Context: an optimization exercise on an open-source flow, tuned for small area, a short achievable clock period and few clock cycles per item. The choices shown serve that exercise and are no tape-out recipe.
The RTL was checked by simulation tests, not by an equivalence proof against the original design.

Setup of lane 1:
Design pe_injection_port, start of the top module:
module pe_injection_port #(
    parameter int phit_size               = noc_pkg::PHIT_SIZE,
    parameter int flit_size               = 1,
    parameter int addr_length             = 8,
    parameter int addr_place_in_header    = 0,
    parameter int no_vc                   = 8,
    parameter int floorplusone_log2_no_vc = noc_pkg::VC_IDX_W,
    parameter int buf_depth               = 4
) (
    input  logic                               clk,
    input  logic                               full_reset,
    input  logic [phit_size-1:0]               in_data,
    input  logic                               in_sent_req,
    input  logic                               in_new,
    input  logic [floorplusone_log2_no_vc-1:0] in_vc_no,
    output logic                               out_ready,
    output logic [phit_size-1:0]               out_data,
    output logic                               out_sent_req,
    output logic                               out_new,
    output logic                               out_tail,
    output logic [floorplusone_log2_no_vc-1:0] out_vc_no,
    input  logic                               in_ready,
    output logic [addr_length-1:0]             out_dest_addr,
    output logic                               protocol_error,
    output logic [31:0]                        no_packet_inject_report,
    output logic [31:0]                        stall_cycles_report
);
    localparam int LFW = noc_pkg::LENGTH_FIELD_WIDTH;
    localparam int VW  = floorplusone_log2_no_vc;
    localparam int SW  = $clog2(no_vc);
    localparam int EW  = phit_size + 1;
    logic [no_vc-1:0] full, empty, push, pop, rsel;
    logic [4*EW-1:0]  ents [no_vc];
    logic [4*no_vc-1:0] rs_lo, rs_hi;
    logic [no_vc-1:0] body, lenx, rz;
  ...
Size in the first run: roughly 2300 cells after synthesis, about 840 flip-flops, ~33000 µm² of cells after synthesis.
==> flow/config.mk <==
export PLATFORM = sky130hd
export DESIGN_NAME = pe_injection_port
export DESIGN_NICKNAME = pe_injection_port
export VERILOG_FILES = /design/flow/design.v
export SDC_FILE = /design/flow/constraint.sdc
export NUM_CORES = 4
export LEC_CHECK = 0
export CAP_MARGIN = 20
export CORE_MARGIN = 2
export CORE_UTILIZATION = 60
export CTS_CLUSTER_DIAMETER = 100
export CTS_CLUSTER_SIZE = 25
export SETUP_SLACK_MARGIN = 3.55
export SLEW_MARGIN = 20
export SYNTH_HIERARCHICAL = 1
==> flow/constraint.sdc <==
create_clock -name core_clock -period 7.0 [get_ports {clk}]
set_input_delay 1.4000 -clock core_clock [delete_from_list [all_inputs] [get_ports {clk}]]
set_output_delay 1.4000 -clock core_clock [all_outputs]
set_load 0.01 [all_outputs]
standard.sh (not shown) runs the stock make flow with config.mk's settings and CLKGATE_MAP_FILE= SYNTH_SCRIPT=/design/flow/synth_recipe.tcl, a recipe that flattens the netlist after the stock synthesis.
==> flow/flow/run.sh <==
#!/bin/bash
# The standard layout (standard.sh, unchanged synthesis and steps), with one
# change: the port buffers that global placement inserts are plain
# sky130_fd_sc_hd__buf_1 cells instead of the delay buffers buffer_ports
# picks by default; timing repair still resizes them where needed.
# All of ORFS's output goes to standard.log here, and its per-step logs stay
# under orfs/logs/.
set -euo pipefail
export BUFFER_PORTS_ARGS="-buffer_cell sky130_fd_sc_hd__buf_1"
bash standard.sh > standard.log 2>&1
Testbench counts of lane 1, summed over its fixed seeds: cycles 10,595, packets 2,400.
Input-level comparison between lane 2 and lane 1:
--- a/flow/design.v
+++ b/flow/design.v
@@ -25,41 +25,31 @@
     parameter int DEPTH = 4
 ) (
     input  logic         clk,
     input  logic         rst,
     input  logic         push,
     input  logic [W-1:0] din,
     input  logic         pop,
     input  logic         rsel,
     output logic [4*W-1:0] ents,
-    output logic [3:0]     rs_lo,
-    output logic [3:0]     rs_hi,
+    output logic [3:0]     rs,
     output logic         full,
     output logic         empty
 );
     localparam logic [7:0] CODES = 8'b10_11_01_00;
     logic [W-1:0] mem [4];
     logic [1:0]   wp, rp, wp_n, rp_n;
     assign wp_n = {wp[0], ~wp[1]};
     assign rp_n = {rp[0], ~rp[1]};
     for (genvar i = 0; i < 4; i++) begin : g_rd
         assign ents[i*W +: W] = mem[i];
+        assign rs[i]          = rsel & (rp == CODES[2*i +: 2]);
     end
-    inj_rdsel u_rs_lo (
-        .rsel (rsel),
-        .rp   (rp),
-        .rs   (rs_lo)
-    );
-    inj_rdsel u_rs_hi (
-        .rsel (rsel),
-        .rp   (rp),
-        .rs   (rs_hi)
-    );
     always_ff @(posedge clk) begin
         if (rst) begin
             wp    <= 2'b00;
             rp    <= 2'b00;
             full  <= 1'b0;
             empty <= 1'b1;
         end else begin
             if (push) wp <= wp_n;
             if (pop)  rp <= rp_n;
@@ -73,28 +63,18 @@
             end
         end
     end
     for (genvar i = 0; i < 4; i++) begin : g_ent
         always_ff @(posedge clk) begin
             if (push && wp == CODES[2*i +: 2]) mem[i] <= din;
         end
     end
 endmodule
-module inj_rdsel (
-    input  logic       rsel,
-    input  logic [1:0] rp,
-    output logic [3:0] rs
-);
-    localparam logic [7:0] CODES = 8'b10_11_01_00;
-    for (genvar i = 0; i < 4; i++) begin : g_rs
-        assign rs[i] = rsel & (rp == CODES[2*i +: 2]);
-    end
-endmodule
 module pe_injection_port #(
     parameter int phit_size               = noc_pkg::PHIT_SIZE,
     parameter int flit_size               = 1,
     parameter int addr_length             = 8,
     parameter int addr_place_in_header    = 0,
     parameter int no_vc                   = 8,
     parameter int floorplusone_log2_no_vc = noc_pkg::VC_IDX_W,
     parameter int buf_depth               = 4
 ) (
@@ -116,19 +96,19 @@
     output logic [31:0]                        no_packet_inject_report,
     output logic [31:0]                        stall_cycles_report
 );
     localparam int LFW = noc_pkg::LENGTH_FIELD_WIDTH;
     localparam int VW  = floorplusone_log2_no_vc;
     localparam int SW  = $clog2(no_vc);
     localparam int EW  = phit_size + 1;
     logic [no_vc-1:0] full, empty, push, pop, rsel;
     logic [4*EW-1:0]  ents [no_vc];
-    logic [4*no_vc-1:0] rs_lo, rs_hi;
+    logic [4*no_vc-1:0] rs;
     logic [no_vc-1:0] body, lenx, rz;
     logic [LFW-1:0]   rem [no_vc];
     logic [no_vc-1:0] dec, acc;
     logic             sel_body, sel_lenx, sel_rz;
     logic [LFW-1:0]   sel_rem, rem_nxt;
     logic             ok, last, rz_nxt;
     inj_vc_dec #(
         .VW (VW),
         .N  (no_vc)
@@ -201,20 +181,19 @@
             .DEPTH (buf_depth)
         ) u_fifo (
             .clk   (clk),
             .rst   (full_reset),
             .push  (push[v]),
             .din   ({last, in_data}),
             .pop   (pop[v]),
             .rsel  (rsel[v]),
             .ents  (ents[v]),
-            .rs_lo (rs_lo[4*v +: 4]),
-            .rs_hi (rs_hi[4*v +: 4]),
+            .rs    (rs[4*v +: 4]),
             .full  (full[v]),
             .empty (empty[v])
         );
     end
     logic                   o_valid, o_new, o_tail, lock;
     logic [phit_size-1:0]   o_data;
     logic [SW-1:0]          o_vc;
     logic [addr_length-1:0] o_dest;
     logic                   adv, found, avail;
@@ -243,43 +222,29 @@
             if (win[v]) sel = SW'(v);
     end
     for (genvar v = 0; v < no_vc; v++) begin : g_cur
         assign cur[v] = (o_vc == SW'(v));
     end
     assign rsel  = lock ? cur : win;
     assign avail = lock ? ~|(cur & empty) : found;
     assign adv   = ~o_valid | in_ready;
     assign pop   = rsel & {no_vc{adv & avail}};
-    localparam int LW = EW / 2;
-    localparam int HW = EW - LW;
-    logic [4*no_vc*LW-1:0] ents_lo;
-    logic [4*no_vc*HW-1:0] ents_hi;
+    logic [4*no_vc*EW-1:0] all_ents;
     for (genvar v = 0; v < no_vc; v++) begin : g_ents
-        for (genvar i = 0; i < 4; i++) begin : g_ent
-            assign ents_lo[(4*v+i)*LW +: LW] = ents[v][i*EW +: LW];
-            assign ents_hi[(4*v+i)*HW +: HW] = ents[v][i*EW+LW +: HW];
-        end
+        assign all_ents[4*EW*v +: 4*EW] = ents[v];
     end
     inj_sel #(
-        .W (LW),
-        .N (4 * no_vc)
-    ) u_sel_lo (
-        .d (ents_lo),
-        .s (rs_lo),
-        .y (s_head[LW-1:0])
-    );
-    inj_sel #(
-        .W (HW),
+        .W (EW),
         .N (4 * no_vc)
-    ) u_sel_hi (
-        .d (ents_hi),
-        .s (rs_hi),
-        .y (s_head[EW-1:LW])
+    ) u_sel (
+        .d (all_ents),
+        .s (rs),
+        .y (s_head)
     );
     always_ff @(posedge clk) begin
         if (full_reset) begin
             o_valid <= 1'b0;
             lock    <= 1'b0;
             o_vc    <= SW'(no_vc - 1);
         end else if (adv) begin
             o_valid <= avail;
             if (avail) begin
==> comparison <==
- In lane 2, number of clock buffer instances in the layout is lower than in lane 1.
- Summary of lane 2 over lane 1: layout-stage area growth over the synthesis result moved down, setup slack moved down, detailed placement HPWL moved down, share of cell area taken by flip-flops and latches moved up, post-CTS repair timing setup buffer count moved down.
- In the flow results for lane 2 and lane 1, the count of instances resized after the clock tree is built is larger on lane 1.
- Compare lane 2 and lane 1 | share of the final layout cell area in multi-input gates higher: lane 1
Testbench counts of lane 2, summed over its fixed seeds: cycles 10,595, packets 2,400.

* * *

The RTL this note starts from:
==> flow/design.v <==
package noc_pkg;
    localparam int PHIT_SIZE          = 16;
    localparam int VC_IDX_W           = 4;
    localparam int LENGTH_PHIT_INDEX  = 1;
    localparam int LENGTH_FIELD_WIDTH = 16;
    localparam int CNT_W              = 17;
    typedef logic [PHIT_SIZE-1:0] phit_t;
    typedef logic [VC_IDX_W-1:0]  vc_idx_t;
    typedef enum logic {
        ARB  = 1'b0,
        SEND = 1'b1
    } out_state_t;
    function automatic logic [CNT_W-1:0] pkt_phits(
        input logic [LENGTH_FIELD_WIDTH-1:0] len,
        input int                            fs
    );
        logic [CNT_W-1:0] p;
        p = CNT_W'(len * fs);
        if (p < CNT_W'(2)) p = CNT_W'(2);
        pkt_phits = p;
    endfunction
endpackage
module inj_vc_fifo #(
    parameter int W     = 17,
    parameter int DEPTH = 4
) (
    input  logic         clk,
    input  logic         rst,
    input  logic         push,
    input  logic [W-1:0] din,
    input  logic         pop,
    input  logic         rsel,
    output logic [4*W-1:0] ents,
    output logic [3:0]     rs,
    output logic         full,
    output logic         empty
);
    localparam logic [7:0] CODES = 8'b10_11_01_00;
    logic [W-1:0] mem [4];
    logic [1:0]   wp, rp, wp_n, rp_n;
    assign wp_n = {wp[0], ~wp[1]};
    assign rp_n = {rp[0], ~rp[1]};
    for (genvar i = 0; i < 4; i++) begin : g_rd
        assign ents[i*W +: W] = mem[i];
        assign rs[i]          = rsel & (rp == CODES[2*i +: 2]);
    end
    always_ff @(posedge clk) begin
        if (rst) begin
            wp    <= 2'b00;
            rp    <= 2'b00;
            full  <= 1'b0;
            empty <= 1'b1;
        end else begin
            if (push) wp <= wp_n;
            if (pop)  rp <= rp_n;
            if (push & ~pop) begin
                empty <= 1'b0;
                full  <= (wp_n == rp);
            end
            if (pop & ~push) begin
                full  <= 1'b0;
                empty <= (rp_n == wp);
            end
        end
    end
    for (genvar i = 0; i < 4; i++) begin : g_ent
        always_ff @(posedge clk) begin
            if (push && wp == CODES[2*i +: 2]) mem[i] <= din;
        end
    end
endmodule
module pe_injection_port #(
    parameter int phit_size               = noc_pkg::PHIT_SIZE,
    parameter int flit_size               = 1,
    parameter int addr_length             = 8,
    parameter int addr_place_in_header    = 0,
    parameter int no_vc                   = 8,
    parameter int floorplusone_log2_no_vc = noc_pkg::VC_IDX_W,
    parameter int buf_depth               = 4
) (
    input  logic                               clk,
    input  logic                               full_reset,
    input  logic [phit_size-1:0]               in_data,
    input  logic                               in_sent_req,
    input  logic                               in_new,
    input  logic [floorplusone_log2_no_vc-1:0] in_vc_no,
    output logic                               out_ready,
    output logic [phit_size-1:0]               out_data,
    output logic                               out_sent_req,
    output logic                               out_new,
    output logic                               out_tail,
    output logic [floorplusone_log2_no_vc-1:0] out_vc_no,
    input  logic                               in_ready,
    output logic [addr_length-1:0]             out_dest_addr,
    output logic                               protocol_error,
    output logic [31:0]                        no_packet_inject_report,
    output logic [31:0]                        stall_cycles_report
);
    localparam int LFW = noc_pkg::LENGTH_FIELD_WIDTH;
    localparam int VW  = floorplusone_log2_no_vc;
    localparam int SW  = $clog2(no_vc);
    localparam int EW  = phit_size + 1;
    logic [no_vc-1:0] full, empty, push, pop, rsel;
    logic [4*EW-1:0]  ents [no_vc];
    logic [4*no_vc-1:0] rs;
    logic [no_vc-1:0] body, lenx;
    logic [LFW-1:0]   rem [no_vc];
    logic [no_vc-1:0] dec, acc;
    logic             sel_body, sel_lenx;
    logic [LFW-1:0]   sel_rem, rem_nxt;
    logic             ok, last;
    inj_vc_dec #(
        .VW (VW),
        .N  (no_vc)
    ) u_dec (
        .vc  (in_vc_no),
        .dec (dec)
    );
    assign acc = dec & ~full;
    always_comb begin
        sel_body = 1'b0;
        sel_lenx = 1'b0;
        sel_rem  = '0;
        for (int v = 0; v < no_vc; v++) begin
            sel_body = sel_body | (dec[v] & body[v]);
            sel_lenx = sel_lenx | (dec[v] & lenx[v]);
            sel_rem  = sel_rem  | (rem[v] & {LFW{dec[v]}});
        end
    end
    inj_ready #(
        .VW (VW),
        .N  (no_vc)
    ) u_ready (
        .vc    (in_vc_no),
        .nfull (~full),
        .ready (out_ready)
    );
    assign ok        = in_new ^ sel_body;
    assign last      = ~in_new & (sel_lenx ? (in_data[LFW-1:0] < LFW'(3))
                                           : (sel_rem == LFW'(3)));
    logic [LFW-1:0] rem_dec;
    inj_decr #(
        .W (LFW)
    ) u_decr (
        .a (sel_rem),
        .y (rem_dec)
    );
    assign rem_nxt   = sel_lenx ? in_data[LFW-1:0] : rem_dec;
    for (genvar v = 0; v < no_vc; v++) begin : g_vc
        assign push[v] = in_sent_req & acc[v] & (in_new ^ body[v]);
        always_ff @(posedge clk) begin
            if (full_reset) begin
                body[v] <= 1'b0;
                lenx[v] <= 1'b0;
            end else if (push[v]) begin
                body[v] <= in_new | ~last;
                lenx[v] <= in_new;
            end
        end
        always_ff @(posedge clk) begin
            if (push[v] & ~in_new) rem[v] <= rem_nxt;
        end
        inj_vc_fifo #(
            .W     (EW),
            .DEPTH (buf_depth)
        ) u_fifo (
            .clk   (clk),
            .rst   (full_reset),
            .push  (push[v]),
            .din   ({last, in_data}),
            .pop   (pop[v]),
            .rsel  (rsel[v]),
            .ents  (ents[v]),
            .rs    (rs[4*v +: 4]),
            .full  (full[v]),
            .empty (empty[v])
        );
    end
    logic                   o_valid, o_new, lock;
    logic [phit_size-1:0]   o_data;
    logic [SW-1:0]          o_vc;
    logic [addr_length-1:0] o_dest;
    logic                   adv, found, avail;
    logic [no_vc-1:0]       win, cur;
    logic [SW-1:0]          sel;
    logic [EW-1:0]          s_head;
    always_comb begin
        found = 1'b0;
        win   = '0;
        for (int v = 0; v < no_vc; v++) begin
            if (!found && !empty[v] && (SW'(v) > o_vc)) begin
                found  = 1'b1;
                win[v] = 1'b1;
            end
        end
        for (int v = 0; v < no_vc; v++) begin
            if (!found && !empty[v] && (SW'(v) <= o_vc)) begin
                found  = 1'b1;
                win[v] = 1'b1;
            end
        end
    end
    always_comb begin
        sel = o_vc;
        for (int v = 0; v < no_vc; v++)
            if (win[v]) sel = SW'(v);
    end
    for (genvar v = 0; v < no_vc; v++) begin : g_cur
        assign cur[v] = (o_vc == SW'(v));
    end
    assign rsel  = lock ? cur : win;
    assign avail = lock ? ~|(cur & empty) : found;
    assign adv   = ~o_valid | in_ready;
    assign pop   = rsel & {no_vc{adv & avail}};
    logic [4*no_vc*EW-1:0] all_ents;
    for (genvar v = 0; v < no_vc; v++) begin : g_ents
        assign all_ents[4*EW*v +: 4*EW] = ents[v];
    end
    inj_sel #(
        .W (EW),
        .N (4 * no_vc)
    ) u_sel (
        .d (all_ents),
        .s (rs),
        .y (s_head)
    );
    always_ff @(posedge clk) begin
        if (full_reset) begin
            o_valid <= 1'b0;
            lock    <= 1'b0;
            o_vc    <= SW'(no_vc - 1);
        end else if (adv) begin
            o_valid <= avail;
            if (avail) begin
                o_vc <= lock ? o_vc : sel;
                lock <= ~lock | ~s_head[phit_size];
            end
        end
    end
    always_ff @(posedge clk) begin
        if (adv) begin
            o_data <= s_head[phit_size-1:0];
            o_new  <= ~lock;
            if (!lock) o_dest <= s_head[addr_place_in_header +: addr_length];
        end
    end
    assign out_sent_req  = o_valid;
    assign out_data      = o_data;
    assign out_new       = o_new;
    assign out_tail      = ~lock;
    assign out_vc_no     = VW'(o_vc);
    assign out_dest_addr = o_dest;
    always_ff @(posedge clk) begin
        if (full_reset) protocol_error <= 1'b0;
        else if (in_sent_req & out_ready & ~ok) protocol_error <= 1'b1;
    end
    logic [31:0] pkt_cnt, stall_cnt;
    always_ff @(posedge clk) begin
        if (full_reset) begin
            pkt_cnt   <= '0;
            stall_cnt <= '0;
        end else begin
            if (o_valid & in_ready & ~lock)  pkt_cnt   <= pkt_cnt + 32'd1;
            if (in_sent_req & ~out_ready)    stall_cnt <= stall_cnt + 32'd1;
        end
    end
    assign no_packet_inject_report = pkt_cnt;
    assign stall_cycles_report     = stall_cnt;
endmodule
module inj_vc_dec #(
    parameter int VW = 4,
    parameter int N  = 8
) (
    input  logic [VW-1:0] vc,
    output logic [N-1:0]  dec
);
    for (genvar v = 0; v < N; v++) begin : g_dec
        assign dec[v] = (vc == VW'(v));
    end
endmodule
module inj_ready #(
    parameter int VW = 4,
    parameter int N  = 8
) (
    input  logic [VW-1:0] vc,
    input  logic [N-1:0]  nfull,
    output logic          ready
);
    localparam int SW = $clog2(N);
    logic [SW-1:0] vc_n;
    logic [N-1:0]  t;
    for (genvar b = 0; b < SW; b++) begin : g_inv
        inj_inv u_inv (
            .a (vc[b]),
            .y (vc_n[b])
        );
    end
    for (genvar v = 0; v < N; v++) begin : g_term
        logic [SW-1:0] lit;
        for (genvar b = 0; b < SW; b++) begin : g_lit
            assign lit[b] = ((v >> b) & 1) ? vc[b] : vc_n[b];
        end
        inj_nand #(
            .N (SW + 1)
        ) u_term (
            .a ({lit, nfull[v]}),
            .y (t[v])
        );
    end
    logic [1:0] any;
    logic       none, high;
    for (genvar h = 0; h < 2; h++) begin : g_half
        inj_nand #(
            .N (N / 2)
        ) u_any (
            .a (t[h*N/2 +: N/2]),
            .y (any[h])
        );
    end
    assign high = (vc >= VW'(N));
    inj_nor2 u_none (
        .a (any[0]),
        .b (any[1]),
        .y (none)
    );
    inj_nor2 u_ready (
        .a (none),
        .b (high),
        .y (ready)
    );
endmodule
module inj_inv (
    input  logic a,
    output logic y
);
    assign y = ~a;
endmodule
module inj_sel #(
    parameter int W = 17,
    parameter int N = 32
) (
    input  logic [N*W-1:0] d,
    input  logic [N-1:0]   s,
    output logic [W-1:0]   y
);
    always_comb begin
        y = '0;
        for (int i = 0; i < N; i++) y = y | (d[i*W +: W] & {W{s[i]}});
    end
endmodule
module inj_nor2 (
    input  logic a,
    input  logic b,
    output logic y
);
    assign y = ~(a | b);
endmodule
module inj_decr #(
    parameter int W = 16
) (
    input  logic [W-1:0] a,
    output logic [W-1:0] y
);
    assign y = a - W'(1);
endmodule
module inj_nand #(
    parameter int N = 4
) (
    input  logic [N-1:0] a,
    output logic         y
);
    assign y = ~&a;
endmodule
==> flow/config.mk <==
export PLATFORM = sky130hd
export DESIGN_NAME = pe_injection_port
export DESIGN_NICKNAME = pe_injection_port
export VERILOG_FILES = /design/flow/design.v
export SDC_FILE = /design/flow/constraint.sdc
export NUM_CORES = 4
export LEC_CHECK = 0
export CAP_MARGIN = 20
export CORE_MARGIN = 2
export CORE_UTILIZATION = 60
export CTS_CLUSTER_DIAMETER = 100
export CTS_CLUSTER_SIZE = 25
export SETUP_SLACK_MARGIN = 3.55
export SLEW_MARGIN = 20
export SYNTH_HIERARCHICAL = 1
==> flow/constraint.sdc <==
create_clock -name core_clock -period 7.0 [get_ports {clk}]
set_input_delay 1.4000 -clock core_clock [delete_from_list [all_inputs] [get_ports {clk}]]
set_output_delay 1.4000 -clock core_clock [all_outputs]
set_load 0.01 [all_outputs]
Scripts as last shown in full above: flow/flow/run.sh
Testbench counts at the start, summed over its fixed seeds: cycles 10,595, packets 2,400.
==> next run, changes <==
--- a/flow/design.v
+++ b/flow/design.v
@@ -101,16 +101,16 @@
     localparam int SW  = $clog2(no_vc);
     localparam int EW  = phit_size + 1;
     logic [no_vc-1:0] full, empty, push, pop, rsel;
     logic [4*EW-1:0]  ents [no_vc];
     logic [4*no_vc-1:0] rs;
-    logic [no_vc-1:0] body, lenx;
+    logic [no_vc-1:0] body, lenx, rz;
     logic [LFW-1:0]   rem [no_vc];
     logic [no_vc-1:0] dec, acc;
-    logic             sel_body, sel_lenx;
+    logic             sel_body, sel_lenx, sel_rz;
     logic [LFW-1:0]   sel_rem, rem_nxt;
-    logic             ok, last;
+    logic             ok, last, rz_nxt;
     inj_vc_dec #(
         .VW (VW),
         .N  (no_vc)
     ) u_dec (
         .vc  (in_vc_no),
@@ -118,14 +118,16 @@
     );
     assign acc = dec & ~full;
     always_comb begin
         sel_body = 1'b0;
         sel_lenx = 1'b0;
+        sel_rz   = 1'b0;
         sel_rem  = '0;
         for (int v = 0; v < no_vc; v++) begin
             sel_body = sel_body | (dec[v] & body[v]);
             sel_lenx = sel_lenx | (dec[v] & lenx[v]);
+            sel_rz   = sel_rz   | (dec[v] & rz[v]);
             sel_rem  = sel_rem  | (rem[v] & {LFW{dec[v]}});
         end
     end
     inj_ready #(
         .VW (VW),
@@ -135,19 +137,21 @@
         .nfull (~full),
         .ready (out_ready)
     );
     assign ok        = in_new ^ sel_body;
     assign last      = ~in_new & (sel_lenx ? (in_data[LFW-1:0] < LFW'(3))
-                                           : (sel_rem == LFW'(3)));
+                                           : sel_rz);
     logic [LFW-1:0] rem_dec;
     inj_decr #(
         .W (LFW)
     ) u_decr (
         .a (sel_rem),
         .y (rem_dec)
     );
     assign rem_nxt   = sel_lenx ? in_data[LFW-1:0] : rem_dec;
+    assign rz_nxt    = sel_lenx ? (in_data[LFW-1:0] == LFW'(3))
+                                : (sel_rem == LFW'(4));
     for (genvar v = 0; v < no_vc; v++) begin : g_vc
         assign push[v] = in_sent_req & acc[v] & (in_new ^ body[v]);
         always_ff @(posedge clk) begin
             if (full_reset) begin
                 body[v] <= 1'b0;
@@ -156,11 +160,14 @@
                 body[v] <= in_new | ~last;
                 lenx[v] <= in_new;
             end
         end
         always_ff @(posedge clk) begin
-            if (push[v] & ~in_new) rem[v] <= rem_nxt;
+            if (push[v] & ~in_new) begin
+                rem[v] <= rem_nxt;
+                rz[v]  <= rz_nxt;
+            end
         end
         inj_vc_fifo #(
             .W     (EW),
             .DEPTH (buf_depth)
         ) u_fifo (
@@ -174,11 +181,11 @@
             .rs    (rs[4*v +: 4]),
             .full  (full[v]),
             .empty (empty[v])
         );
     end
-    logic                   o_valid, o_new, lock;
+    logic                   o_valid, o_new, o_tail, lock;
     logic [phit_size-1:0]   o_data;
     logic [SW-1:0]          o_vc;
     logic [addr_length-1:0] o_dest;
     logic                   adv, found, avail;
     logic [no_vc-1:0]       win, cur;
@@ -238,18 +245,19 @@
         end
     end
     always_ff @(posedge clk) begin
         if (adv) begin
             o_data <= s_head[phit_size-1:0];
+            o_tail <= s_head[phit_size];
             o_new  <= ~lock;
             if (!lock) o_dest <= s_head[addr_place_in_header +: addr_length];
         end
     end
     assign out_sent_req  = o_valid;
     assign out_data      = o_data;
     assign out_new       = o_new;
-    assign out_tail      = ~lock;
+    assign out_tail      = o_tail;
     assign out_vc_no     = VW'(o_vc);
     assign out_dest_addr = o_dest;
     always_ff @(posedge clk) begin
         if (full_reset) protocol_error <= 1'b0;
         else if (in_sent_req & out_ready & ~ok) protocol_error <= 1'b1;
@@ -258,11 +266,11 @@
     always_ff @(posedge clk) begin
         if (full_reset) begin
             pkt_cnt   <= '0;
             stall_cnt <= '0;
         end else begin
-            if (o_valid & in_ready & ~lock)  pkt_cnt   <= pkt_cnt + 32'd1;
+            if (o_valid & in_ready & o_tail) pkt_cnt   <= pkt_cnt + 32'd1;
             if (in_sent_req & ~out_ready)    stall_cnt <= stall_cnt + 32'd1;
         end
     end
     assign no_packet_inject_report = pkt_cnt;
     assign stall_cycles_report     = stall_cnt;
Result:
- The changed run finished clean
- cell count drops slightly
- clock-buffer cell count drops by 6
- utilization drops by 0.11 points
- die area climbs slightly
- global-route usage drops by 0.39 points
- wire length drops slightly
- setup slack improved by 0.0098 ns
- via count barely changes
Testbench counts after the change, summed over its fixed seeds: cycles 10,595, packets 2,400.

## port drivers added, routing unchanged
In the flow no input, the clock included, has a driving cell. The finished layouts below were timed again as built, in two steps. Step 1, drivers: a clkbuf_16 drives clk and a buf_2 each remaining input, both assumed. Step 2 moves the port delays by t, midway between the first and last clock arrival at a register: inputs arrive t later, outputs are due t later. That takes back most of the time a late clock gives input paths. Slacks: no drivers / after step 1 / after step 2; pairs: no drivers / after step 1.
| run | t, ns | setup slack, ns | slew at the worst register clock pin (ns) | pins driven straight from the clock port |
|---|---|---|---|---|
| lane 1 | 0.658 | 3.519 / 3.375 / 2.827 | 0.10 / 0.10 | 1 |
| lane 2 | 0.651 | 3.478 / 3.335 / 2.832 | 0.11 / 0.11 | 1 |
| the first run of note 2 | 0.661 | 3.464 / 3.322 / 2.881 | 0.11 / 0.11 | 1 |
| the second run of note 2 | 0.656 | 3.474 / 3.383 / 2.879 | 0.10 / 0.10 | 1 |
After both steps every run listed still meets setup and hold. For lane 1, which loses most, drivers alone change the setup slack by -0.144 ns; drivers and shift together by -0.692 ns.
